Background: an optimization exercise with open tools, aiming at small area and a short achievable clock period. Do not read the settings as production practice. At most, simulation tests tie the RTL to the original design; equivalence was not proved. For run 3, only the layout was checked, not whether the RTL still works. No activity file was given, so power comes from the tool's default toggle rates.

`design/flow/flow/swap.tcl`:
```
# Set the sizes of some cells in the synthesized design before the
# floorplan. SWAP lists pairs "from to" of masters with the same function:
# every instance of "from" becomes "to" (the single-gate modules start at
# their smallest size). SIZE lists triples "net-pattern role master": the
# driver (role d) or the sinks (role s) of each net whose name matches the
# pattern get that master (same function, another drive strength). The
# layout's repair steps resize further where timing needs it.
read_db $::env(ODB_IN)
set db [ord::get_db]
set block [ord::get_db_block]
proc master {name} {
  set m [$::db findMaster $name]
  if {$m eq "NULL" || $m eq ""} { error "no master $name" }
  return $m
}
set map [dict create]
foreach {from to} [expr {[info exists ::env(SWAP)] ? $::env(SWAP) : ""}] { dict set map $from $to }
set n 0
foreach inst [$block getInsts] {
  set m [[$inst getMaster] getName]
  if {[dict exists $map $m]} {
    $inst swapMaster [master [dict get $map $m]]
    incr n
  }
}
puts "swapped $n instances"
set rules [expr {[info exists ::env(SIZE)] ? $::env(SIZE) : ""}]
foreach {pat role to} $rules {
  set k 0
  set nm [master $to]
  foreach net [$block getNets] {
    if {![string match $pat [$net getName]]} continue
    foreach it [$net getITerms] {
      set want [expr {$role eq "d" ? [$it isOutputSignal] : [$it isInputSignal]}]
      if {!$want} continue
      set inst [$it getInst]
      set old [[$inst getMaster] getName]
      # only the same function: the names must agree up to the drive suffix
      regsub {_[0-9]+$} $old "" of
      regsub {_[0-9]+$} $to "" nf
      if {$of ne $nf} { puts "skip $old on [$net getName]"; continue }
      $inst swapMaster $nm
      incr k
    }
  }
  puts "rule $pat $role $to: $k instances"
}
write_db $::env(ODB_OUT)
```
`design/flow/design.v`:
```
package riscv_pkg;
    localparam int xlen = 32;
    localparam logic [6:0] OPCODE_LOAD   = 7'b0000011;
    localparam logic [6:0] OPCODE_OP_IMM = 7'b0010011;
    localparam logic [6:0] OPCODE_STORE  = 7'b0100011;
    localparam logic [6:0] OPCODE_OP     = 7'b0110011;
    localparam logic [6:0] OPCODE_LUI    = 7'b0110111;
    localparam logic [6:0] OPCODE_BRANCH = 7'b1100011;
    typedef struct packed {
        logic [31:0] q0;        
        logic [31:4] q1;        
        logic        c4;        
        logic [7:1]  gg;        
        logic [7:1]  gp;        
        logic        ltx;       
        logic        brx;       
        logic [31:0] sh;        
        logic [1:0]  shamt;     
        logic [1:0]  shamt_n;   
        logic        fill;      
        logic        sel_sll;
        logic        sel_sr;
        logic        sel_lt;
        logic        br_eq;
        logic        br_lt;
        logic        br_inv;
    } stage_t;
endpackage
module g_inv (input logic a, output logic y);
    assign y = ~a;
endmodule
module g_nand2 (input logic a, input logic b, output logic y);
    assign y = ~(a & b);
endmodule
module g_nand3 (input logic a, input logic b, input logic c, output logic y);
    assign y = ~(a & b & c);
endmodule
module g_nor3 (input logic a, input logic b, input logic c, output logic y);
    assign y = ~(a | b | c);
endmodule
module g_nand4 (input logic a, input logic b, input logic c, input logic d, output logic y);
    assign y = ~(a & b & c & d);
endmodule
module g_nor2 (input logic a, input logic b, output logic y);
    assign y = ~(a | b);
endmodule
module g_aoi21 (input logic a1, input logic a2, input logic b, output logic y);
    assign y = ~((a1 & a2) | b);
endmodule
module g_oai21 (input logic a1, input logic a2, input logic b, output logic y);
    assign y = ~((a1 | a2) & b);
endmodule
module g_aoi22 (input logic a1, input logic a2, input logic b1, input logic b2, output logic y);
    assign y = ~((a1 & a2) | (b1 & b2));
endmodule
module g_xor2 (input logic a, input logic b, output logic y);
    assign y = a ^ b;
endmodule
module g_xnor2 (input logic a, input logic b, output logic y);
    assign y = ~(a ^ b);
endmodule
module g_a21boi (input logic a1, input logic a2, input logic bn, output logic y);
    assign y = ~((a1 & a2) | ~bn);
endmodule
module g_aoi222 (input logic a1, input logic a2, input logic b1, input logic b2,
                 input logic c1, input logic c2, output logic y);
    assign y = ~((a1 & a2) | (b1 & b2) | (c1 & c2));
endmodule
module g_mux2i (input logic s, input logic a0, input logic a1, output logic y);
    assign y = ~(s ? a1 : a0);
endmodule
`timescale 1ns/1ps
module regfile #(
    parameter int data_width = 32
) (
    input  logic                  clk,
    input  logic                  arst_n,
    input  logic [4:0]            rs1_addr,
    input  logic [4:0]            rs2_addr,
    input  logic                  rs2_en,
    input  logic                  fwd1,
    input  logic                  fwd2,
    input  logic [data_width-1:0] fwd_data,
    input  logic [4:0]            wr_addr,
    input  logic                  wr_en,
    input  logic [data_width-1:0] wr_data,
    output logic [data_width-1:0] rs1_data,
    output logic [data_width-1:0] rs2_data
);
    logic [31:1] written;
    logic [31:1] we;
    logic [31:1] readable;
    logic        rs2_en_n;
    assign rs2_en_n = ~rs2_en;
    logic [31:1] sel1, sel2;
    logic [data_width-1:0] regs [1:31];
    for (genvar r = 1; r < 32; r++) begin : g_reg
        assign we[r]        = wr_en && (wr_addr == 5'(r));
        assign readable[r]  = written[r] && !we[r];
        always_ff @(posedge clk or negedge arst_n) begin
            if (!arst_n) written[r] <= 1'b0;
            else if (we[r]) written[r] <= 1'b1;
        end
        always_ff @(posedge clk) begin
            if (we[r]) regs[r] <= wr_data;
        end
    end
    rf_dec rd1_dec (.addr(rs1_addr), .en(readable),  .sel(sel1));
    rf_dec rd2_dec (.addr(rs2_addr), .en(readable),  .sel(sel2));
    for (genvar i = 0; i < data_width; i++) begin : g_col
        logic [31:0] col;
        for (genvar r = 1; r < 32; r++) begin : g_bit
            assign col[r] = regs[r][i];
        end
        assign col[0] = fwd_data[i];
        rf_col rd1_col (.sel({sel1, fwd1}), .d(col), .en_n(1'b0),    .y(rs1_data[i]));
        rf_col rd2_col (.sel({sel2, fwd2}), .d(col), .en_n(rs2_en_n), .y(rs2_data[i]));
    end
endmodule
module rf_dec (
    input  logic [4:0]  addr,
    input  logic [31:1] en,
    output logic [31:1] sel
);
    logic [4:0] an;
    logic [3:0] hi;
    logic [7:0] lo;
    for (genvar i = 0; i < 5; i++) begin : g_an
        g_inv u (.a(addr[i]), .y(an[i]));
    end
    for (genvar h = 0; h < 4; h++) begin : g_hi
        g_nor2 u (.a(((h >> 1) & 1) ? an[4] : addr[4]), .b((h & 1) ? an[3] : addr[3]), .y(hi[h]));
    end
    for (genvar l = 0; l < 8; l++) begin : g_lo
        g_nor3 u (.a(((l >> 2) & 1) ? an[2] : addr[2]), .b(((l >> 1) & 1) ? an[1] : addr[1]),
                  .c((l & 1) ? an[0] : addr[0]), .y(lo[l]));
    end
    for (genvar r = 1; r < 32; r++) begin : g_sel
        logic sn;
        g_nand3 u_n (.a(hi[r >> 3]), .b(lo[r & 7]), .c(en[r]), .y(sn));
        g_inv   u_i (.a(sn), .y(sel[r]));
    end
endmodule
module rf_col (
    input  logic [31:0] sel,
    input  logic [31:0] d,
    input  logic        en_n,
    output logic        y
);
    logic [10:0] l1;
    logic [2:0]  l2;
    logic        l3;
    for (genvar k = 0; k < 10; k++) begin : g_l1
        g_aoi222 u (.a1(sel[3*k]), .a2(d[3*k]), .b1(sel[3*k+1]), .b2(d[3*k+1]),
                    .c1(sel[3*k+2]), .c2(d[3*k+2]), .y(l1[k]));
    end
    g_aoi22 u_l1x (.a1(sel[30]), .a2(d[30]), .b1(sel[31]), .b2(d[31]), .y(l1[10]));
    g_nand4 u_l2a (.a(l1[0]), .b(l1[1]), .c(l1[2]), .d(l1[3]), .y(l2[0]));
    g_nand4 u_l2b (.a(l1[4]), .b(l1[5]), .c(l1[6]), .d(l1[7]), .y(l2[1]));
    g_nand3 u_l2c (.a(l1[8]), .b(l1[9]), .c(l1[10]), .y(l2[2]));
    g_nor3  u_l3  (.a(l2[0]), .b(l2[1]), .c(l2[2]), .y(l3));
    g_nor2  u_l4  (.a(l3), .b(en_n), .y(y));
endmodule
`timescale 1ns/1ps
module decode_alu (
    input  logic [31:0]       a,           
    input  logic [31:0]       s2,          
    input  logic [31:0]       k,           
    input  logic [31:0]       imm,
    input  logic              sub,
    input  logic              sel_add,
    input  logic              lp,
    input  logic              lg,
    input  logic              lui,
    input  logic              sel_sll,
    input  logic              sel_sr,
    input  logic              sra,
    input  logic              lt_signed,
    input  logic              sel_lt,
    input  logic              br_eq,
    input  logic              br_lt,
    input  logic              br_inv,
    output riscv_pkg::stage_t st
);
    logic [31:0] t, p, pn, qn, gn, g, other_n;
    logic [31:0] s0n;             
    logic [31:4] s1n;             
    logic        subn;
    assign subn = ~sub;
    for (genvar i = 0; i < 32; i++) begin : g_pg
        g_xor2  u_t  (.a(s2[i]), .b(k[i]), .y(t[i]));
        g_nor2  u_qn (.a(a[i]), .b(t[i]), .y(qn[i]));
        g_nand2 u_gn (.a(a[i]), .b(t[i]), .y(gn[i]));
        if (i % 4 == 0) begin : g_pn
            g_xnor2 u_pn (.a(a[i]), .b(t[i]), .y(pn[i]));
        end else begin : g_npn
            assign pn[i] = 1'b0;    
        end
        g_xor2  u_p  (.a(a[i]), .b(t[i]), .y(p[i]));
        g_inv   u_g  (.a(gn[i]), .y(g[i]));
    end
    assign other_n = ~((p & {32{lp}}) | (g & {32{lg}}) | (imm & {32{lui}}));
    for (genvar b = 0; b < 8; b++) begin : g_grp
        logic [3:0] g1, p1, g2n, p2n;
        logic [3:0] pb, pnb, qnb, gnb;
        assign pb  = p[4*b +: 4];
        assign pnb = pn[4*b +: 4];
        assign qnb = qn[4*b +: 4];
        assign gnb = gn[4*b +: 4];
        assign g1[0] = g[4*b];
        assign p1[0] = pb[0];
        for (genvar j = 1; j < 4; j++) begin : g_l1
            g_oai21 u_g (.a1(qnb[j]), .a2(gnb[j-1]), .b(gnb[j]), .y(g1[j]));
            g_nor2  u_p (.a(qnb[j]), .b(qnb[j-1]), .y(p1[j]));
        end
        assign g2n[0] = gnb[0];
        assign p2n[0] = qnb[0];
        g_inv u_g2n1 (.a(g1[1]), .y(g2n[1]));
        g_inv u_p2n1 (.a(p1[1]), .y(p2n[1]));
        for (genvar j = 2; j < 4; j++) begin : g_l2
            g_aoi21 u_g (.a1(p1[j]), .a2(g1[j-2]), .b(g1[j]), .y(g2n[j]));
            g_nand2 u_p (.a(p1[j]), .b(p1[j-2]), .y(p2n[j]));
        end
        for (genvar j = 0; j < 4; j++) begin : g_sum
            localparam int I = 4*b + j;
            if (b == 0) begin : g_cin
                if (j == 0) begin : g_j0
                    g_xnor2 u_s (.a(pb[0]), .b(sub), .y(s0n[I]));
                end else if (j == 1) begin : g_j1
                    logic c;
                    g_oai21 u_c (.a1(qnb[0]), .a2(subn), .b(gnb[0]), .y(c));
                    g_xnor2 u_s (.a(pb[j]), .b(c), .y(s0n[I]));
                end else if (j == 2) begin : g_j2
                    logic cn;
                    g_aoi21 u_c (.a1(p1[1]), .a2(sub), .b(g1[1]), .y(cn));
                    g_xor2  u_s (.a(pb[j]), .b(cn), .y(s0n[I]));
                end else begin : g_j3
                    logic c;
                    g_oai21 u_c (.a1(p2n[2]), .a2(subn), .b(g2n[2]), .y(c));
                    g_xnor2 u_s (.a(pb[j]), .b(c), .y(s0n[I]));
                end
            end else begin : g_cs
                if (j == 0) begin : g_j0
                    assign s0n[I] = pnb[0];
                    assign s1n[I] = pb[0];
                end else if (j == 1) begin : g_j1
                    logic c1;
                    g_xor2  u_s0 (.a(pb[j]), .b(gnb[0]), .y(s0n[I]));
                    g_nand2 u_c1 (.a(gnb[0]), .b(qnb[0]), .y(c1));
                    g_xnor2 u_s1 (.a(pb[j]), .b(c1), .y(s1n[I]));
                end else if (j == 2) begin : g_j2
                    logic c1n;
                    g_xnor2 u_s0 (.a(pb[j]), .b(g1[1]), .y(s0n[I]));
                    g_nor2  u_c1 (.a(g1[1]), .b(p1[1]), .y(c1n));
                    g_xor2  u_s1 (.a(pb[j]), .b(c1n), .y(s1n[I]));
                end else begin : g_j3
                    logic c1;
                    g_xor2  u_s0 (.a(pb[j]), .b(g2n[2]), .y(s0n[I]));
                    g_nand2 u_c1 (.a(g2n[2]), .b(p2n[2]), .y(c1));
                    g_xnor2 u_s1 (.a(pb[j]), .b(c1), .y(s1n[I]));
                end
            end
        end
        if (b == 0) begin : g_c4
            g_oai21 u_c (.a1(p2n[3]), .a2(subn), .b(g2n[3]), .y(st.c4));
        end else begin : g_gp
            g_inv u_g (.a(g2n[3]), .y(st.gg[b]));
            g_inv u_p (.a(p2n[3]), .y(st.gp[b]));
        end
    end
    for (genvar i = 0; i < 32; i++) begin : g_q0
        g_mux2i u (.s(sel_add), .a0(other_n[i]), .a1(s0n[i]), .y(st.q0[i]));
    end
    for (genvar i = 4; i < 32; i++) begin : g_q1
        g_mux2i u (.s(sel_add), .a0(other_n[i]), .a1(s1n[i]), .y(st.q1[i]));
    end
    assign st.ltx = ~(lt_signed & (a[31] ^ ~t[31]));
    assign st.brx = st.ltx ^ br_inv;
    logic [31:0] x0, x1, x2, x3;
    logic        fill, fill_n;
    assign fill   = sra & a[31];
    assign fill_n = ~fill;
    for (genvar i = 0; i < 32; i++) begin : g_sh
        g_mux2i u0 (.s(sel_sll), .a0(a[i]), .a1(a[31-i]), .y(x0[i]));
        if (i + 16 < 32) begin : g_a
            g_mux2i u1 (.s(t[4]), .a0(x0[i]), .a1(x0[i+16]), .y(x1[i]));
        end else begin : g_b
            g_mux2i u1 (.s(t[4]), .a0(x0[i]), .a1(fill_n), .y(x1[i]));
        end
        if (i + 8 < 32) begin : g_c
            g_mux2i u2 (.s(t[3]), .a0(x1[i]), .a1(x1[i+8]), .y(x2[i]));
        end else begin : g_d
            g_mux2i u2 (.s(t[3]), .a0(x1[i]), .a1(fill), .y(x2[i]));
        end
        if (i + 4 < 32) begin : g_e
            g_mux2i u3 (.s(t[2]), .a0(x2[i]), .a1(x2[i+4]), .y(x3[i]));
        end else begin : g_f
            g_mux2i u3 (.s(t[2]), .a0(x2[i]), .a1(fill_n), .y(x3[i]));
        end
    end
    assign st.sh      = x3;
    assign st.shamt   = t[1:0];
    assign st.shamt_n = ~t[1:0];
    assign st.fill    = fill;
    assign st.sel_sll = sel_sll;
    assign st.sel_sr  = sel_sr;
    assign st.sel_lt  = sel_lt;
    assign st.br_eq   = br_eq;
    assign st.br_lt   = br_lt;
    assign st.br_inv  = br_inv;
endmodule
`timescale 1ns/1ps
module decode_ctrl (
    input  logic [31:0] inst,
    input  logic        inst_valid,
    input  logic        fwd_valid,    
    input  logic [4:0]  fwd_rd,
    output logic        wb,           
    output logic        rs2_en,       
    output logic        fwd1,         
    output logic        fwd2,         
    output logic [31:0] k,            
    output logic [31:0] imm,
    output logic        sub,          
    output logic        sel_add,
    output logic        lp,           
    output logic        lg,
    output logic        lui,
    output logic        sel_sll,
    output logic        sel_sr,
    output logic        sra,
    output logic        lt_signed,
    output logic        sel_lt,
    output logic        br_eq,
    output logic        br_lt,
    output logic        br_inv
);
    logic [6:0] opcode;
    logic [2:0] f3;
    logic       is_op, is_imm, is_load, is_store, is_br, arith;
    assign opcode = inst[6:0];
    assign f3     = inst[14:12];
    assign is_op    = opcode == riscv_pkg::OPCODE_OP;
    assign is_imm   = opcode == riscv_pkg::OPCODE_OP_IMM;
    assign lui      = opcode == riscv_pkg::OPCODE_LUI;
    assign is_load  = opcode == riscv_pkg::OPCODE_LOAD;
    assign is_store = opcode == riscv_pkg::OPCODE_STORE;
    assign is_br    = opcode == riscv_pkg::OPCODE_BRANCH;
    assign arith    = is_op || is_imm;
    assign wb = inst_valid && (inst[11:7] != 5'd0) && (arith || lui || is_load);
    assign rs2_en = is_op || is_br;
    assign fwd1   = fwd_valid && fwd_rd == inst[19:15];
    assign fwd2   = fwd_valid && fwd_rd == inst[24:20];
    assign sel_add   = (arith && f3 == 3'b000) || is_load || is_store;
    assign sel_sll   = arith && f3 == 3'b001;
    assign sel_sr    = arith && f3 == 3'b101;
    assign sra       = sel_sr && inst[30];
    assign sel_lt    = (arith && f3[2:1] == 2'b01) || (is_br && f3[2]);
    assign lt_signed = (arith && f3 == 3'b010) || (is_br && f3[2:1] == 2'b10);
    assign sub       = (is_op && f3 == 3'b000 && inst[30]) || sel_lt;
    assign lp        = (arith && (f3 == 3'b100 || f3 == 3'b110)) || (is_br && f3[2:1] == 2'b00);
    assign lg        = arith && f3[2:1] == 2'b11;
    assign br_eq     = is_br && f3[2:1] == 2'b00;
    assign br_lt     = is_br && f3[2];
    assign br_inv    = f3[0];
    always_comb begin
        if (lui)           imm = {inst[31:12], 12'b0};
        else if (is_store) imm = {{20{inst[31]}}, inst[31:25], inst[11:7]};
        else               imm = {{20{inst[31]}}, inst[31:20]};
    end
    assign k = rs2_en ? {32{sub}} : (imm ^ {32{sub}});
endmodule
`timescale 1ns/1ps
module alu_exec (
    input  riscv_pkg::stage_t st,
    output logic [31:0]       result,      
    output logic [31:0]       result_int,  
    output logic              taken
);
    logic [7:0] e_g, e_p, l1g_n, l1p_n, l2g, l2p, l3g_n;
    assign e_g = {st.gg, st.c4};
    assign e_p = {st.gp, 1'b0};
    g_inv u_l1g0 (.a(st.c4), .y(l1g_n[0]));
    assign l1p_n[0] = 1'b1;
    for (genvar k = 1; k < 8; k++) begin : g_l1
        g_aoi21 u_g (.a1(e_p[k]), .a2(e_g[k-1]), .b(e_g[k]), .y(l1g_n[k]));
        if (k >= 2) begin : g_p
            g_nand2 u_p (.a(e_p[k]), .b(e_p[k-1]), .y(l1p_n[k]));
        end else begin : g_p1
            assign l1p_n[k] = 1'b1;    
        end
    end
    assign l2g[0] = st.c4;
    g_inv u_l2g1 (.a(l1g_n[1]), .y(l2g[1]));
    assign l2p[1:0] = 2'b00;
    for (genvar k = 2; k < 8; k++) begin : g_l2
        g_oai21 u_g (.a1(l1p_n[k]), .a2(l1g_n[k-2]), .b(l1g_n[k]), .y(l2g[k]));
        g_nor2  u_p (.a(l1p_n[k]), .b(l1p_n[k-2]), .y(l2p[k]));
    end
    assign l3g_n[3:0] = 4'hf;    
    for (genvar k = 4; k < 8; k++) begin : g_l3
        g_aoi21 u_g (.a1(l2p[k]), .a2(l2g[k-4]), .b(l2g[k]), .y(l3g_n[k]));
    end
    logic c32;
    g_inv u_c32 (.a(l3g_n[7]), .y(c32));
    logic [31:0] sum_n;
    assign sum_n[3:0] = ~st.q0[3:0];
    for (genvar b = 1; b < 8; b++) begin : g_sel
        for (genvar j = 0; j < 4; j++) begin : g_bit
            localparam int I = 4*b + j;
            if (b == 1) begin : g_1
                g_mux2i u (.s(st.c4), .a0(st.q0[I]), .a1(st.q1[I]), .y(sum_n[I]));
            end else if (b == 2) begin : g_2
                g_mux2i u (.s(l1g_n[1]), .a0(st.q1[I]), .a1(st.q0[I]), .y(sum_n[I]));
            end else if (b < 5) begin : g_34
                g_mux2i u (.s(l2g[b-1]), .a0(st.q0[I]), .a1(st.q1[I]), .y(sum_n[I]));
            end else begin : g_57
                g_mux2i u (.s(l3g_n[b-1]), .a0(st.q1[I]), .a1(st.q0[I]), .y(sum_n[I]));
            end
        end
    end
    logic [31:0] y4, y5, shx_n;
    logic        fill_n;
    assign fill_n = ~st.fill;
    for (genvar i = 0; i < 32; i++) begin : g_sh
        logic a4, a5;
        assign a4 = (i + 2 < 32) ? st.sh[(i + 2) % 32] : st.fill;
        if (i < 16) begin : g_lo
            g_mux2i u4 (.s(st.shamt[1]), .a0(st.sh[i]), .a1(a4), .y(y4[i]));
            g_mux2i u5 (.s(st.shamt[0]), .a0(y4[i]), .a1(y4[i+1]), .y(y5[i]));
        end else begin : g_hi
            g_mux2i u4 (.s(st.shamt_n[1]), .a0(a4), .a1(st.sh[i]), .y(y4[i]));
            if (i + 1 < 32) begin : g_c
                g_mux2i u5 (.s(st.shamt_n[0]), .a0(y4[i+1]), .a1(y4[i]), .y(y5[i]));
            end else begin : g_d
                g_mux2i u5 (.s(st.shamt_n[0]), .a0(fill_n), .a1(y4[i]), .y(y5[i]));
            end
        end
    end
    for (genvar i = 0; i < 32; i++) begin : g_shx
        g_aoi22 u (.a1(st.sel_sr), .a2(y5[i]), .b1(st.sel_sll), .b2(y5[31-i]), .y(shx_n[i]));
    end
    logic lt, eq;
    assign lt = c32 ^ st.ltx;
    assign eq = ~|st.q0;
    for (genvar i = 1; i < 32; i++) begin : g_res
        g_nand2 u_out (.a(sum_n[i]), .b(shx_n[i]), .y(result[i]));
        g_nand2 u_int (.a(sum_n[i]), .b(shx_n[i]), .y(result_int[i]));
    end
    logic lt_n;
    assign lt_n = ~(st.sel_lt & lt);
    g_nand3 u_out0 (.a(sum_n[0]), .b(shx_n[0]), .c(lt_n), .y(result[0]));
    g_nand3 u_int0 (.a(sum_n[0]), .b(shx_n[0]), .c(lt_n), .y(result_int[0]));
    assign taken = (st.br_eq & (eq ^ st.br_inv)) | (st.br_lt & (c32 ^ st.brx));
endmodule
`timescale 1ns/1ps
module exec_core #(
    parameter int data_width = riscv_pkg::xlen
) (
    input  logic                  clk,
    input  logic                  arst_n,
    input  logic [31:0]           inst,
    input  logic                  inst_valid,
    output logic [data_width-1:0] result,
    output logic [4:0]            result_rd,
    output logic                  result_valid,
    output logic                  branch_taken
);
    logic [31:0] rs1_data, rs2_data, res, res_int, k, imm;
    logic        valid_q, wb_q, wb_d;
    logic [4:0]  rd_q;
    logic        rs2_en, fwd1, fwd2;
    logic        sub, sel_add, lp, lg, lui, sel_sll, sel_sr, sra;
    logic        lt_signed, sel_lt, br_eq, br_lt, br_inv;
    riscv_pkg::stage_t st_d, st_q;
    decode_ctrl decode_ctrl_inst (
        .inst       (inst),
        .inst_valid (inst_valid),
        .fwd_valid  (wb_q),
        .fwd_rd     (rd_q),
        .wb         (wb_d),
        .rs2_en     (rs2_en),
        .fwd1       (fwd1),
        .fwd2       (fwd2),
        .k          (k),
        .imm        (imm),
        .sub        (sub),
        .sel_add    (sel_add),
        .lp         (lp),
        .lg         (lg),
        .lui        (lui),
        .sel_sll    (sel_sll),
        .sel_sr     (sel_sr),
        .sra        (sra),
        .lt_signed  (lt_signed),
        .sel_lt     (sel_lt),
        .br_eq      (br_eq),
        .br_lt      (br_lt),
        .br_inv     (br_inv)
    );
    regfile #(.data_width(32)) regfile_inst (
        .clk      (clk),
        .arst_n   (arst_n),
        .rs1_addr (inst[19:15]),
        .rs2_addr (inst[24:20]),
        .rs2_en   (rs2_en),
        .fwd1     (fwd1),
        .fwd2     (fwd2),
        .fwd_data (res_int),
        .wr_addr  (rd_q),
        .wr_en    (wb_q),
        .wr_data  (res_int),
        .rs1_data (rs1_data),
        .rs2_data (rs2_data)
    );
    decode_alu decode_alu_inst (
        .a         (rs1_data),
        .s2        (rs2_data),
        .k         (k),
        .imm       (imm),
        .sub       (sub),
        .sel_add   (sel_add),
        .lp        (lp),
        .lg        (lg),
        .lui       (lui),
        .sel_sll   (sel_sll),
        .sel_sr    (sel_sr),
        .sra       (sra),
        .lt_signed (lt_signed),
        .sel_lt    (sel_lt),
        .br_eq     (br_eq),
        .br_lt     (br_lt),
        .br_inv    (br_inv),
        .st        (st_d)
    );
    always_ff @(posedge clk or negedge arst_n) begin
        if (!arst_n) begin
            valid_q <= 1'b0;
            wb_q    <= 1'b0;
        end else begin
            valid_q <= inst_valid;
            wb_q    <= wb_d;
        end
    end
    always_ff @(posedge clk) begin
        rd_q <= inst[11:7];
        st_q <= st_d;
    end
    alu_exec alu_exec_inst (
        .st     (st_q),
        .result     (res),
        .result_int (res_int),
        .taken      (branch_taken)
    );
    assign result       = res;
    assign result_rd    = rd_q;
    assign result_valid = valid_q;
endmodule
```
`design/flow/flow/settings.sh`:
```
# Settings read by flow/run.sh
CTS_ARGS="-sink_clustering_enable -repair_clock_nets -dont_use_dummy_load -sink_clustering_size 16 -sink_clustering_max_diameter 40 -buf_list {sky130_fd_sc_hd__clkbuf_4 sky130_fd_sc_hd__clkbuf_8}"
MARGIN=5.5
TNS=100
SWAP="sky130_fd_sc_hd__a22oi_2 sky130_fd_sc_hd__a22oi_1 sky130_fd_sc_hd__a21oi_2 sky130_fd_sc_hd__a21oi_1 sky130_fd_sc_hd__nor3_2 sky130_fd_sc_hd__nor3_1 sky130_fd_sc_hd__a21boi_2 sky130_fd_sc_hd__a21boi_1"
SIZE="*_dec.g_sel*.sn d sky130_fd_sc_hd__nand3_2
*_dec.g_sel*.sn s sky130_fd_sc_hd__inv_6
*_dec.g_hi*.u.y d sky130_fd_sc_hd__nor2_2
*_dec.g_lo*.u.y d sky130_fd_sc_hd__nor3_2
*_dec.an* d sky130_fd_sc_hd__inv_2
*_dec.g_an* d sky130_fd_sc_hd__inv_2"
```
`design/flow/standard.sh`:
```
#!/bin/bash
# synth_recipe.tcl (not shown) runs the flow's synth.tcl, then flattens the netlist and writes it again
# the make line also repeats each setting of config.mk as NAME=value (left out here)
make -C /OpenROAD-flow-scripts/flow DESIGN_CONFIG=/design/flow/config.mk WORK_HOME=/design/flow/orfs CLKGATE_MAP_FILE= SYNTH_SCRIPT=/design/flow/synth_recipe.tcl "${@:-finish}"
```
`design/flow/config.mk`:
```
export PLATFORM = sky130hd
export DESIGN_NAME = exec_core
export DESIGN_NICKNAME = exec_core
export VERILOG_FILES = /design/flow/design.v
export SDC_FILE = /design/flow/constraint.sdc
export NUM_CORES = 8
export LEC_CHECK = 0
export CAP_MARGIN = 20
export CORE_MARGIN = 2
export CORE_UTILIZATION = 40
export PLACE_DENSITY = 0.6
export SETUP_SLACK_MARGIN = 5
export SLEW_MARGIN = 20
export SYNTH_HIERARCHICAL = 1
export SYNTH_MINIMUM_KEEP_SIZE = 0
export TNS_END_PERCENT = 100
```
`design/flow/constraint.sdc`:
```
create_clock -name core_clock -period 10.0 [get_ports {clk}]
set_input_delay 2.0000 -clock core_clock [delete_from_list [all_inputs] [get_ports {clk}]]
set_output_delay 2.0000 -clock core_clock [all_outputs]
set_load 0.01 [all_outputs]
```
`design/flow/flow/dont_use.txt`:
```
sky130_fd_sc_hd__probe_p_8 sky130_fd_sc_hd__probec_p_8 sky130_fd_sc_hd__lpflow_bleeder_1 sky130_fd_sc_hd__lpflow_clkbufkapwr_1 sky130_fd_sc_hd__lpflow_clkbufkapwr_16 sky130_fd_sc_hd__lpflow_clkbufkapwr_2 sky130_fd_sc_hd__lpflow_clkbufkapwr_4 sky130_fd_sc_hd__lpflow_clkbufkapwr_8 sky130_fd_sc_hd__lpflow_clkinvkapwr_1 sky130_fd_sc_hd__lpflow_clkinvkapwr_16 sky130_fd_sc_hd__lpflow_clkinvkapwr_2 sky130_fd_sc_hd__lpflow_clkinvkapwr_4 sky130_fd_sc_hd__lpflow_clkinvkapwr_8 sky130_fd_sc_hd__lpflow_decapkapwr_12 sky130_fd_sc_hd__lpflow_decapkapwr_3 sky130_fd_sc_hd__lpflow_decapkapwr_4 sky130_fd_sc_hd__lpflow_decapkapwr_6 sky130_fd_sc_hd__lpflow_decapkapwr_8 sky130_fd_sc_hd__lpflow_inputiso0n_1 sky130_fd_sc_hd__lpflow_inputiso0p_1 sky130_fd_sc_hd__lpflow_inputiso1n_1 sky130_fd_sc_hd__lpflow_inputiso1p_1 sky130_fd_sc_hd__lpflow_inputisolatch_1 sky130_fd_sc_hd__lpflow_isobufsrc_1 sky130_fd_sc_hd__lpflow_isobufsrc_16 sky130_fd_sc_hd__lpflow_isobufsrc_2 sky130_fd_sc_hd__lpflow_isobufsrc_4 sky130_fd_sc_hd__lpflow_isobufsrc_8 sky130_fd_sc_hd__lpflow_isobufsrckapwr_16 sky130_fd_sc_hd__lpflow_lsbuf_lh_hl_isowell_tap_1 sky130_fd_sc_hd__lpflow_lsbuf_lh_hl_isowell_tap_2 sky130_fd_sc_hd__lpflow_lsbuf_lh_hl_isowell_tap_4 sky130_fd_sc_hd__lpflow_lsbuf_lh_isowell_4 sky130_fd_sc_hd__lpflow_lsbuf_lh_isowell_tap_1 sky130_fd_sc_hd__lpflow_lsbuf_lh_isowell_tap_2 sky130_fd_sc_hd__lpflow_lsbuf_lh_isowell_tap_4 sky130_fd_sc_hd__fa_1 sky130_fd_sc_hd__fa_2 sky130_fd_sc_hd__fa_4 sky130_fd_sc_hd__ha_1 sky130_fd_sc_hd__ha_2 sky130_fd_sc_hd__ha_4 sky130_fd_sc_hd__clkdlybuf4s15_1 sky130_fd_sc_hd__clkdlybuf4s15_2 sky130_fd_sc_hd__clkdlybuf4s18_1 sky130_fd_sc_hd__clkdlybuf4s18_2 sky130_fd_sc_hd__clkdlybuf4s25_1 sky130_fd_sc_hd__clkdlybuf4s25_2 sky130_fd_sc_hd__clkdlybuf4s50_1 sky130_fd_sc_hd__clkdlybuf4s50_2
```
`design/flow/flow/run.sh`:
```
#!/bin/bash
# Own layout flow: the standard layout (standard.sh) with these changes.
#  1. DONT_USE_CELLS adds the full and half adder cells (fa, ha) and the
#     clkdlybuf4s delay buffers to the platform's list (flow/dont_use.txt
#     holds the whole list), so synthesis maps adders to plain gates and
#     port buffering and repair use ordinary buffers.
#  2. After synthesis, a22oi_2 and a21oi_2 cells (what synthesis makes of
#     the design's single-gate modules) start at size 1, and the gates of
#     the register file's read decoders and columns get drive strengths
#     that suit their loads (flow/swap.tcl, rules in flow/settings.sh).
#  3. Clock tree synthesis without dummy loads, with small sink clusters
#     (flow/settings.sh).
#  4. Timing repair aims at a shorter period than the design's clock
#     (setup margin from flow/settings.sh) on all endpoints.
# Everything else (synthesis script, floorplan, power grid, placement,
# routing, the clock period and constraints) is the standard flow.
# Each tool's full output goes to a log file here (flow_*.log); ORFS also
# writes each step's log under orfs/logs/.
set -euo pipefail
source flow/settings.sh
du="$(cat flow/dont_use.txt)"
vars=("DONT_USE_CELLS=$du" "CTS_ARGS=$CTS_ARGS" "SETUP_SLACK_MARGIN=$MARGIN" "TNS_END_PERCENT=$TNS")
res="orfs/results/${FLOW_PLATFORM:-sky130hd}/exec_core/base"

bash standard.sh "${vars[@]}" synth > flow_synth.log 2>&1
ODB_IN="$res/1_synth.odb" ODB_OUT="$res/1_synth.odb" SWAP="$SWAP" SIZE="${SIZE:-}" \
  openroad -no_init -exit flow/swap.tcl > flow_swap.log 2>&1
touch "$res/1_synth.sdc"
bash standard.sh "${vars[@]}" finish > flow_finish.log 2>&1
```
==> results of run 1 <==
## cell type report
type / instances / area, sq um
repair inverters: 4 / 33.8
fillers: 11100 / 67900
repair buffers: 274 / 1630
multi-input cells: 2154 / 19200
diodes: 4 / 10.0
well taps: 1662 / 2080
flip-flops and latches: 1150 / 33200
clock buffers: 146 / 2010
inverters: 138 / 941
## synthesized netlist by cell type (5+ instances only)
library cell / n / share of area
dfrtp_1: 33 / 0.016
buf_2: 8 / 0.00078
mux2i_1: 287 / 0.056
a22oi_2: 96 / 0.023
buf_4: 12 / 0.0018
buf_6: 8 / 0.0018
edfxtp_1: 992 / 0.58
nor3_1: 5 / 0.00049
a222oi_1: 672 / 0.13
nor2b_1: 7 / 0.00085
nor4_1: 5 / 0.00061
nand2b_4: 8 / 0.0021
nand2b_1: 17 / 0.0021
xor2_1: 98 / 0.017
nor2_1: 181 / 0.013
a21oi_2: 28 / 0.0048
inv_1: 137 / 0.010
and3_1: 7 / 0.00085
nand2_1: 184 / 0.013
o21a_1: 28 / 0.0041
xnor2_1: 46 / 0.0079
nand4_1: 131 / 0.016
nor3_2: 81 / 0.016
nand3_1: 128 / 0.012
o21bai_1: 29 / 0.0042
dfxtp_1: 125 / 0.049
o21ai_1: 33 / 0.0032
nand4b_1: 5 / 0.00085
clkbuf_1: 18 / 0.0013
## kinds of logic after synthesis
group                     after synthesis  share of synthesized area
AOI/OAI and AO/OA                     905                      0.174
xor gates and xnor gates              144                     0.0246
buffers and inverters                 184                     0.0160
DFF                                  1150                      0.646
muxes                                 287                     0.0560
other                                   1                  0.0000731
and+or+nand+nor                       781                     0.0834
## per-module statistics from Yosys (local to each module, per instance), excerpt
module / area [sq um] / flops+latches / cells inside
g_inv: 3.75 / 0 / 1
g_oai21: 5.00 / 0 / 1
g_nor3: 10.0 / 0 / 1
g_aoi21: 8.76 / 0 / 1
g_nand3: 5.00 / 0 / 1
g_aoi222: 10.0 / 0 / 1
g_mux2i: 10.0 / 0 / 1
g_xnor2: 8.76 / 0 / 1
## report_power, final
group / switching [mW] / internal, mW / total [mW]
logic: 0.266 / 0.138 / 0.404
clock network: 1.62 / 1.29 / 2.90
registers: 0.0217 / 5.17 / 5.19
## through the flow
stage	setup slack, ps	utilization	power, mW	hold slack [ps]
after global placement	3300	0.424	5.61	454
after detailed placement	3240	0.425	5.61	460
final	5370	0.465	8.50	468
after floorplan	4890	-	5.49	436
after CTS	5380	0.455	8.48	475
after global routing	5340	0.465	8.72	487
## placed cells by master, fill, tap and decap left out, types with 10 or more instances in the layout
cell and instances:
nand4_1 131, o21bai_1 28, nand2_1 161, clkbuf_8 146
dfxtp_1 110, mux2i_4 33, nor3_1 14, nand3_1 66
nand2_2 17, dfrtp_1 32, mux2i_1 232, xnor2_1 42
inv_6 55, dfxtp_2 10, a222oi_1 672, o21ai_1 25
buf_4 10, buf_2 64, nand3_2 57, nor2_1 91
a22oi_1 73, nand2b_1 12, xor2_2 23, edfxtp_1 992
xor2_1 74, a22oi_2 23, nor2_2 38, conb_1 32
nor3_2 34, clkbuf_2 20, inv_1 62, buf_1 124
buf_6 45, nor2_4 52, a21oi_1 16, o21a_1 28
mux2i_2 22, nor3_4 38
## how the worst max path moves through the flow
stage / from / end / slack [ps] / cells past startpoint
floorplan: inst[3] / st_q[62] / 4890 / 11
global route: inst[23] / st_q[67] / 5340 / 17
finish: inst[23] / st_q[67] / 5370 / 16
global placement: inst[24] / st_q[23] / 3300 / 13
CTS: st_q[47] / result[17] / 5380 / 6
detailed placement: inst[24] / st_q[34] / 3240 / 13
## worst max-delay path: stages
cell and delay (ps):
buf_4 180, inv_4 90, nor2_4 90, nand3_4 130, inv_12 90, a222oi_1 570, nand4_1 450, nor3_1 360
nor2_1 150, xor2_1 200, nor2_1 340, nor2_1 130, a21oi_2 180, nand2_1 80, xnor2_1 150, mux2i_1 90
## metal layers
metal,share of wire,global-route usage
met2,0.43,0.427
met3,0.14,0.0671
met4,0.063,0.157
met5,0.000080,0.00148
met1,0.37,0.398
## state kept, by name (all words and copies together), names as in the netlist
name                  flops
rd_q                      5
regfile_inst.regs       992
wb_q                      1
st_q                    120
valid_q                   1
regfile_inst.written     31
## repair_timing
action | in CTS | in global routing
setup buffers | 56 | 58
gates resized for setup | 320 | 206
pin swaps | 47 | 89
hold buffers | 0 | 0
endpoints found under the setup margin | 145 | 123
gates cloned | 5 | 5
==> flow_summary_export.csv, run 1 <==
group,metric,value,unit
outcome,status,"timing/DRC/antenna clean",
clocking,cts_sinks,1150,
worst_hold_path,timing.hold.worst.class,"reg2reg",
timing,final-setup-viol-count,0,
clocking,clock_latency_late_sink,960,ps
setup_path,worst_ep_required_time,10730,ps
yosys,async_flop_share,0.0287,
clocking,cts.clk_slew.worst_paths,60,ps
routing,avgRoutedWirePerCell,36.0,um
setup_path,reg2reg_depth,15,
routing,detail_route.drc_violations,0,
layout,final_net_count,3903,
global_routing,grt.overflow.total,0,
placed_design,placed_area,0.0540,sq mm
clocking,clk_root_buffer_cell,"clkbuf_8",
yosys,synth.cell_area,0.0510,sq mm
floorplan,placementRows,131,
layout,layout.cell_area.non_filler,0.0591,sq mm
worst_hold_path,whs_endpoint,"regfile_inst.written[13]",
routing,detailedRoute.firstPassIterationCount,15,
worst_hold_path,min_delay_startpoint,"regfile_inst.written[13]",
global_routing,grt_first_pass_wirelength,271000,um
timing,max_slew.worst_pin.slew,1200,ps
yosys,synth-seq-area-share,0.646,
floorplan,die_y,361,um
yosys,synth-edff-count,992,
timing,post-route-period-util,0.463,
floorplan,core_area,0.127,sq mm
yosys,postSynthCellCount,3452,
timing,clock.fmax,216,MHz
timing,grt_setup_unrepaired,"true",
setup_path,critical_path.max_fanout,32,
run,max-cap-violations,0,
setup_path,worst_ep_arrival_time,5360,ps
setup_path,cp-end-kind,"flop",
setup_path,timing.reg2reg.setup_slack,5460,ps
layout,areaGrowthSynthToFinish,15.8,%
setup_path,reg2reg_to,"st_q[67]",
setup_path,worstReg2RegStart,"rd_q[4]",
power_and_ir_drop,vdd_ir_drop_max,0.0802,mV
yosys,netlist-cell-type-count,54,
routing,route.detailed.vias_per_inst,7.14,
timing,finalMaxSlewViolations,0,
global_routing,globalRouteTotalUtil,0.290,
clocking,number_of_buffers_inserted_during_clock_tree_synthesis,146,
yosys,ys.warnings.count,10,
floorplan,initial_core_util,0.402,
routing,vias,39500,
global_routing,via_count_of_the_first_global_routing_pass,36100,
power_and_ir_drop,leakage,17.7,nW
floorplan,die_width,361,um
timing,post-route-min-period,4630,ps
yosys,postSynthRegisterBits,1150,
floorplan,num_io_pins,74,
setup_path,worstSetupStartpointType,"input port",
routing,first_iter_violations,10200,
floorplan,dieArea,0.130,sq mm
clocking,cts_max_path_buffers,3,
global_routing,grt_antenna_before_repair,8,
power_and_ir_drop,power_density,144,mW/mm^2
layout,final-instance-count-excl-fill,5532,
placed_design,place.gp.congestion,0.927,
routing,detail_route.wirelength,199000,um
yosys,synth_flop_type,"edfxtp_1",
placed_design,post_dp_hpwl,125000,um
layout,proportion_of_layout_cells_with_a_drive_suffix_above_1,0.210,
worst_hold_path,timing.hold.worst_path_depth,1,
timing,clock-skew-final,133,ps
placed_design,dpl.cell_count,5258,
routing,final_antenna_net_count,0,
global_routing,pin_count_of_the_biggest_net_entering_global_routing,67,
yosys,synthesis.area_per_instance,14.8,sq um
setup_path,category_of_the_most_critical_setup_path,"in2reg",
timing,total_neg_setup_slack,0,ps
timing,fin_hold_viols,0,
clocking,ctsHtreeMaxLevel,4,
timing,slew_hr,0.201,
clocking,tritoncts_clock_tree,"yes",
placed_design,portBuffers,73,
yosys,yosys_area,0.0513,sq mm
==> inputs of run 2 (changes only) <==
--- a/design/flow/flow/settings.sh
+++ b/design/flow/flow/settings.sh
@@ -9,3 +9,7 @@
 *_dec.g_lo*.u.y d sky130_fd_sc_hd__nor3_2
 *_dec.an* d sky130_fd_sc_hd__inv_2
 *_dec.g_an* d sky130_fd_sc_hd__inv_2"
+SIZE="$SIZE
+*_col.l2* d sky130_fd_sc_hd__nand4_2
+*_col.l2* d sky130_fd_sc_hd__nand3_2
+*_col.l3 d sky130_fd_sc_hd__nor3_2"
==> run 2 against run 1 <==
Flip-flop and latch count unchanged. Global-route usage decreased by 1.2 points. Clock power about the same. Clock-buffer cell count increased by 4. Maximum frequency increased by 2.3%. Critical path type is now reg2out. Largest cell class unchanged.
==> flow_summary_export.csv, run 2 <==
group,metric,value,unit
worst_hold_path,timing.hold.worst.class,"reg2reg",
timing,post-route-period-util,0.453,
global_routing,grt.overflow.total,0,
clocking,cts_sinks,1150,
setup_path,reg2reg_depth,14,
timing,total_neg_setup_slack,0,ps
clocking,cts.clk_slew.worst_paths,60,ps
timing,slew_hr,0.196,
clocking,clk_root_buffer_cell,"clkbuf_8",
floorplan,die_y,366,um
layout,largest_registers,"regfile_inst.regs: 992 flops, st_q: 120 flops, regfile_inst.written: 31 flops",
clocking,ctsHtreeMaxLevel,4,
yosys,ys.warnings.count,10,
power_and_ir_drop,vdd_ir_drop_max,0.104,mV
routing,vias,38900,
layout,proportion_of_layout_cells_with_a_drive_suffix_above_1,0.247,
floorplan,die_width,366,um
routing,detail_route.drc_violations,0,
layout,layout.cell_area.non_filler,0.0596,sq mm
clocking,number_of_buffers_inserted_during_clock_tree_synthesis,150,
setup_path,category_of_the_most_critical_setup_path,"reg2out",
power_and_ir_drop,leakage,18.0,nW
placed_design,post_dp_hpwl,123000,um
timing,final-setup-viol-count,0,
timing,fin_hold_viols,0,
placed_design,portBuffers,73,
global_routing,globalRouteTotalUtil,0.278,
routing,first_iter_violations,8776,
setup_path,reg2reg_to,"st_q[82]",
floorplan,dieArea,0.134,sq mm
setup_path,worstReg2RegStart,"rd_q[4]",
setup_path,timing.reg2reg.setup_slack,5610,ps
clocking,ctsHoldBuffers,0,
layout,final_core_density,0.459,
setup_path,critical_path.max_fanout,13,
routing,route.detailed.vias_per_inst,6.97,
setup_path,worstSetupStartpointType,"flop",
layout,largest-register,"regfile_inst.regs",
yosys,synthesis.area_per_instance,15.2,sq um
yosys,synth.cell_area,0.0524,sq mm
routing,detail_route.wirelength,196000,um
placed_design,place.gp.congestion,0.920,
setup_path,worst_setup_path_endpoint,"result[23]",
timing,max_slew.worst_pin.slew,1210,ps
global_routing,grt_antenna_before_repair,5,
setup_path,worst_ep_required_time,8000,ps
timing,finalMaxSlewViolations,0,
layout,layout.cells.most_common_list,"edfxtp_1, a222oi_1, mux2i_1",
setup_path,cp-end-kind,"output pin",
placed_design,dp_worst_setup_slack,3350,ps
yosys,postSynthCellCount,3452,
outcome,status,"timing/DRC/antenna clean",
layout,final_net_count,3861,
routing,detailedRoute.firstPassIterationCount,13,
timing,post-route-min-period,4530,ps
floorplan,initial_core_util,0.404,
layout,fill_cells,11500,
timing,clock.fmax,221,MHz
routing,final_antenna_net_count,0,
floorplan,num_io_pins,74,
global_routing,via_count_of_the_first_global_routing_pass,36400,
timing,clock-skew-final,76.8,ps
setup_path,crit_start,"st_q[10]",
global_routing,grt_first_pass_wirelength,268000,um
layout,mostFrequentLayoutCell,"edfxtp_1",
placed_design,placed_area,0.0555,sq mm
power_and_ir_drop,power_density,143,mW/mm^2
clocking,cts_max_path_buffers,3,
run,max-cap-violations,0,
global_routing,pin_count_of_the_biggest_net_entering_global_routing,62,
clocking,tritoncts_clock_tree,"yes",
timing,final.setup.worst_slack,5470,ps
routing,avgRoutedWirePerCell,35.1,um
floorplan,placementRows,132,
setup_path,worst_ep_arrival_time,2530,ps
timing,grt_setup_unrepaired,"true",
layout,areaGrowthSynthToFinish,13.6,%
layout,number_of_flip_flops_in_the_largest_register,992,
clocking,clock_latency_late_sink,900,ps
floorplan,core_area,0.130,sq mm
[run 2: layer usage]
layer | track usage | vias up | wire (um)
li1 | - | 15800 | -
met1 | 0.375 | 19600 | 74100
met2 | 0.426 | 3014 | 87000
met3 | 0.0771 | 467 | 26900
met4 | 0.106 | 6 | 7490
met5 | 0 | - | 38
[run 2: how the worst min path moves through the flow]
| stage | startpoint | depth (start not counted) | endpoint |
|---|---|---|---|
| floorplan | regfile_inst.written[1] | 2 | regfile_inst.written[1] |
| global placement | regfile_inst.written[2] | 2 | regfile_inst.written[2] |
| detailed placement | regfile_inst.written[2] | 2 | regfile_inst.written[2] |
| CTS | regfile_inst.written[2] | 2 | regfile_inst.written[2] |
| global route | regfile_inst.written[24] | 1 | regfile_inst.written[24] |
| finish | regfile_inst.written[1] | 2 | regfile_inst.written[1] |
[run 2: report_power, final]
group          leakage [nW]  switching (mW)  internal, mW
Combinational          8.52           0.255         0.134
Clock                  1.08            1.60          1.32
Sequential             8.36          0.0234          5.17
[run 2: stage by stage]
step / cells / power [mW] / hold slack, ps
global route: 5567 / 8.76 / 483
detailed placement: 5329 / 5.62 / 458
CTS: 5530 / 8.51 / 473
floorplan: 3483 / 5.50 / 436
finish: 5572 / 8.51 / 469
global placement: 5327 / 5.61 / 450
[run 2: what timing repair did]
action,in CTS,in global routing
setup endpoints to repair,168,124
pin swaps,24,85
cloned,4,1
gates resized for setup,145,202
buffers inserted,47,30
[run 2: worst max-delay path: stages (launching register included)]
cell and delay, ps:
dfxtp_4 440, buf_2 150, mux2i_2 250, mux2i_2 150, a22oi_2 340, nand2_2 180, buf_1 170
[run 2: layout make-up]
type	count	area, sq um	area share
clock buffers	150	2060	0.0347
repair inverters	1	7.51	0.000126
flip-flops and latches	1150	33200	0.557
well taps	1742	2180	0.0366
repair buffers	232	1290	0.0216
multi-input cells	2153	20000	0.335
inverters	138	898	0.0151
diodes	6	15.0	0.000252
==> inputs of run 3 (changes only) <==
--- a/design/flow/design.v
+++ b/design/flow/design.v
@@ -81,7 +81,7 @@
     input  logic                  fwd1,
     input  logic                  fwd2,
     input  logic [data_width-1:0] fwd_data,
-    input  logic [4:0]            wr_addr,
+    input  logic [4:0]            wr_addr_d,   
     input  logic                  wr_en,
     input  logic [data_width-1:0] wr_data,
     output logic [data_width-1:0] rs1_data,
@@ -89,13 +89,17 @@
 );
     logic [31:1] written;
     logic [31:1] we;
+    logic [31:1] wr_hot;       
     logic [31:1] readable;
     logic        rs2_en_n;
     assign rs2_en_n = ~rs2_en;
     logic [31:1] sel1, sel2;
     logic [data_width-1:0] regs [1:31];
     for (genvar r = 1; r < 32; r++) begin : g_reg
-        assign we[r]        = wr_en && (wr_addr == 5'(r));
+        always_ff @(posedge clk) begin
+            wr_hot[r] <= wr_addr_d == 5'(r);
+        end
+        assign we[r]        = wr_en && wr_hot[r];
         assign readable[r]  = written[r] && !we[r];
         always_ff @(posedge clk or negedge arst_n) begin
             if (!arst_n) written[r] <= 1'b0;
@@ -507,7 +511,7 @@
         .fwd1     (fwd1),
         .fwd2     (fwd2),
         .fwd_data (res_int),
-        .wr_addr  (rd_q),
+        .wr_addr_d (inst[11:7]),
         .wr_en    (wb_q),
         .wr_data  (res_int),
         .rs1_data (rs1_data),
--- a/design/flow/flow/settings.sh
+++ b/design/flow/flow/settings.sh
@@ -9,7 +9,3 @@
 *_dec.g_lo*.u.y d sky130_fd_sc_hd__nor3_2
 *_dec.an* d sky130_fd_sc_hd__inv_2
 *_dec.g_an* d sky130_fd_sc_hd__inv_2"
-SIZE="$SIZE
-*_col.l2* d sky130_fd_sc_hd__nand4_2
-*_col.l2* d sky130_fd_sc_hd__nand3_2
-*_col.l3 d sky130_fd_sc_hd__nor3_2"
==> run 3 against run 2 <==
Still clean on timing, DRC and antenna. Clock skew increased by 33 ps. Power increased by 1.8%. Combinational power increased by 9.0%. Global-route usage increased by 0.81 points. Sequential power increased by 2%. Non-clock buffer count increased by 72. Via count increased by 2.3%. Clock power about the same. Maximum frequency decreased by 5.5%. Worst setup slack got worse by 260 ps. Largest power group unchanged.
==> flow_summary_export.csv, run 3 <==
group,metric,value,unit
outcome,status,"timing/DRC/antenna clean",
yosys,synthMostInstantiatedCell,"edfxtp_1",
setup_path,critical_path.max_fanout,7,
clocking,ctsHtreeMaxLevel,4,
routing,detail_route.wirelength,200000,um
layout,proportion_of_layout_cells_with_a_drive_suffix_above_1,0.221,
global_routing,via_count_of_the_first_global_routing_pass,37100,
routing,avgRoutedWirePerCell,35.5,um
timing,max_slew.worst_pin.slew,1210,ps
yosys,yosys-top-cells-area,"edfxtp_1, a222oi_1, dfxtp_1, mux2i_1, a22oi_2",
routing,detail_route.drc_violations,0,
setup_path,worstReg2RegStart,"wb_q",
placed_design,placed_area,0.0544,sq mm
placed_design,post_dp_hpwl,124000,um
floorplan,placementRows,131,
yosys,yosys_area,0.0519,sq mm
floorplan,initial_core_util,0.404,
routing,first_iter_violations,9619,
floorplan,dieArea,0.132,sq mm
clocking,clk_root_buffer_cell,"clkbuf_8",
yosys,synth_commonest_cells,"edfxtp_1, a222oi_1, mux2i_1",
global_routing,pin_count_of_the_biggest_net_entering_global_routing,67,
yosys,synth.cell_area,0.0517,sq mm
power_and_ir_drop,vdd_ir_drop_max,0.123,mV
layout,largest_registers,"regfile_inst.regs: 992 flops, st_q: 120 flops",
timing,grt_setup_unrepaired,"true",
timing,clock-skew-final,110,ps
setup_path,crit_start,"inst[21]",
floorplan,core_area,0.128,sq mm
layout,number_of_flip_flops_in_the_largest_register,992,
placed_design,portBuffers,73,
global_routing,globalRouteTotalUtil,0.286,
placed_design,dp_worst_setup_slack,3460,ps
clocking,number_of_buffers_inserted_during_clock_tree_synthesis,147,
timing,total_neg_setup_slack,0,ps
setup_path,reg2reg_to,"st_q[117]",
timing,final.setup.worst_slack,5210,ps
placed_design,dpl.cell_count,5307,
setup_path,worst_ep_arrival_time,5450,ps
setup_path,worst_setup_path_endpoint,"st_q[117]",
routing,route.detailed.vias_per_inst,7.08,
yosys,async_flop_share,0.0279,
clocking,cts_max_path_buffers,3,
routing,vias,39700,
yosys,synth-seq-area-share,0.650,
yosys,ys.warnings.count,10,
floorplan,num_io_pins,74,
layout,mostFrequentLayoutCell,"edfxtp_1",
layout,areaGrowthSynthToFinish,16.0,%
timing,fin_hold_viols,0,
layout,layout.cell_area.non_filler,0.0599,sq mm
timing,final-setup-viol-count,0,
timing,finalMaxSlewViolations,0,
yosys,postSynthRegisterBits,1181,
clocking,clock_latency_late_sink,860,ps
setup_path,worst_ep_required_time,10660,ps
yosys,synth_top_cell_by_area,"edfxtp_1",
layout,largest-register,"regfile_inst.regs",
timing,slew_hr,0.195,
yosys,synthesis.area_per_instance,14.8,sq um
placed_design,place.gp.congestion,0.954,
worst_hold_path,min_delay_startpoint,"regfile_inst.written[17]",
global_routing,grt_first_pass_wirelength,271000,um
yosys,synth-edff-count,992,
timing,post-route-min-period,4790,ps
setup_path,reg2reg_depth,14,
power_and_ir_drop,p_total,8.66,mW
floorplan,die_width,363,um
power_and_ir_drop,leakage,18.4,nW
layout,layout.cells.most_common_list,"edfxtp_1, a222oi_1, mux2i_1",
routing,final_antenna_net_count,0,
layout,final_net_count,3991,
clocking,cts.clk_slew.worst_paths,60,ps
clocking,tritoncts_clock_tree,"yes",
worst_hold_path,timing.hold.worst.class,"reg2reg",
floorplan,die_y,363,um
global_routing,grt.overflow.total,0,
layout,final-instance-count-excl-fill,5617,
routing,detailedRoute.firstPassIterationCount,15,
yosys,yosysTopAreaCellShare,0.574,
yosys,synth_flop_type,"edfxtp_1",
setup_path,worstSetupStartpointType,"input port",
setup_path,cp-end-kind,"flop",
timing,post-route-period-util,0.479,
power_and_ir_drop,power_density,145,mW/mm^2
yosys,postSynthCellCount,3497,
setup_path,timing.reg2reg.setup_slack,5450,ps
timing,clock.fmax,209,MHz
yosys,netlist-cell-type-count,55,
global_routing,grt_antenna_before_repair,8,
setup_path,category_of_the_most_critical_setup_path,"in2reg",
clocking,cts_sinks,1181,
run,max-cap-violations,0,
==> run 3: cell types whose count changed in the layout (fill, tap and decap cells not counted), moves of 22 or more <==
cell      change
and2_4       +27
buf_1        +22
buf_2        +26
dfxtp_1      +37
nand3_1      +65
nand3_2      -69
nand4_1     +127
nand4_2     -128
nor2b_1      +31
o21a_1       -28
o21bai_1     -28
or2_2        +31
==> run 3: logic make-up (layout without fill, tap and decap cells) <==
kind of cell | count (synthesis) | after routing | synth area share
DFF | 1181 | 1181 | 0.650
and+or+nand+nor | 871 | 877 | 0.0929
AOI/OAI and AO/OA | 843 | 843 | 0.163
muxes | 287 | 287 | 0.0553
buffers and inverters | 170 | 588 | 0.0147
xor gates and xnor gates | 144 | 146 | 0.0243
other | 1 | 33 | 0.0000722
==> run 3: worst min-delay path by stage <==
stage,depth (start not counted),slack (ps),endpoint
after floorplan,1,430,regfile_inst.written[10]
after global placement,1,440,regfile_inst.written[9]
after detailed placement,1,440,regfile_inst.written[17]
after CTS,1,460,regfile_inst.written[17]
after global routing,1,470,regfile_inst.written[18]
final,1,460,regfile_inst.written[17]
==> run 3: layout make-up <==
| class | instances | area, sq um |
|---|---|---|
| clock buffer | 147 | 2020 |
| antenna | 1 | 2.50 |
| sequential | 1181 | 33800 |
| tap | 1662 | 2080 |
| timing repair buffer | 304 | 1860 |
| fill | 11200 | 68000 |
| multi-input combinational | 2185 | 19200 |
| inverter | 135 | 933 |
| timing repair inverter | 2 | 17.5 |
==> run 3: per-layer routing <==
layer | vias to the layer above | part of all wire | GRT usage | wire (um)
met5 | - | 0.00010 | 0 | 20
met4 | 4 | 0.068 | 0.171 | 13600
met3 | 504 | 0.15 | 0.0621 | 29100
met2 | 3523 | 0.43 | 0.425 | 86100
met1 | 19700 | 0.35 | 0.386 | 70800
li1 | 16000 | - | - | -
==> run 3: report_power, final <==
part / internal [mW] / switching, mW / leakage [nW]
registers: 5.29 / 0.0183 / 8.61
clock network: 1.30 / 1.63 / 1.06
logic: 0.149 / 0.275 / 8.75
total: 6.74 / 1.92 / 18.4
==> run 3: metrics by stage <==
stage | hold WS [ps] | util
5_1_grt | 474 | 0.468
3_3_place_gp | 442 | 0.426
4_1_cts | 458 | 0.452
2_1_floorplan | 431 | -
6_report | 459 | 0.468
3_5_place_dp | 443 | 0.426
==> run 3: critical path, stage by stage <==
cell and delay (ps):
buf_16 130, inv_8 60, nor3_4 40, buf_6 130, nand3_4 110, clkinv_8 70, buf_12 130, buf_6 110
a222oi_1 360, nand4_1 480, nor3_4 510, nor2_4 110, xor2_4 220, buf_6 140, xor2_4 180, a222oi_1 490
mux2i_1 150
==> run 3: modules after synthesis, one instance, submodules excluded, excerpt <==
module / times used / flip-flops and latches / cells
alu_exec: 1 / 0 / 22
decode_alu: 1 / 0 / 58
decode_ctrl: 1 / 0 / 172
exec_core: 1 / 127 / 127
g_aoi22: 96 / 0 / 1
g_aoi222: 640 / 0 / 1
g_inv: 121 / 0 / 1
g_mux2i: 280 / 0 / 1
g_nand2: 130 / 0 / 1
g_nand3: 128 / 0 / 1
g_nand4: 128 / 0 / 1
g_nor2: 139 / 0 / 1
g_nor3: 80 / 0 / 1
g_oai21: 33 / 0 / 1
g_xnor2: 31 / 0 / 1
g_xor2: 86 / 0 / 1
==> run 3: timing repair <==
item | 4_1_cts | 5_1_grt
pin swaps | 64 | 186
buffers inserted | 39 | 112
gates resized for setup | 274 | 298
hold endpoints to repair | 0 | 0
setup endpoints to repair | 145 | 119
hold buffers | 0 | 0
cloned | 3 | 7

-- afterwards: timing with drivers on the ports --
The results above use ideal ports. As a check the final layouts listed here were re-extracted and re-timed, cells and wires unchanged. Step 1 sets driving cells, clkbuf_16 on the clock port and buf_2 on the other inputs (assumed; they add their load-dependent delay and slew). Step 2 adds t to the input delays and takes it off the output delays; t is the mean of the earliest and latest rising clock arrival at the registers after step 1. Input paths then give back, and output paths get back, about the clock's delay inside the block. a / b / c = ideal ports / drivers / drivers and shift; a / b = the first two.
run | t (ns) | setup WS [ns] | hold WS [ns] | slew at the worst register clock pin (ns)
run 1 | 0.963 | 5.366 / 5.412 / 4.449 | 0.468 / 0.468 / 0.468 | 0.10 / 0.10
run 2 | 0.941 | 5.472 / 5.398 / 4.590 | 0.469 / 0.469 / 0.469 | 0.09 / 0.09
run 3 | 0.890 | 5.209 / 5.229 / 4.339 | 0.459 / 0.459 / 0.459 | 0.09 / 0.09
After both steps setup and hold are still met in every run listed. The setup slack of run 1, which loses most, moves by +0.046 ns with the drivers and by -0.917 ns with both steps.
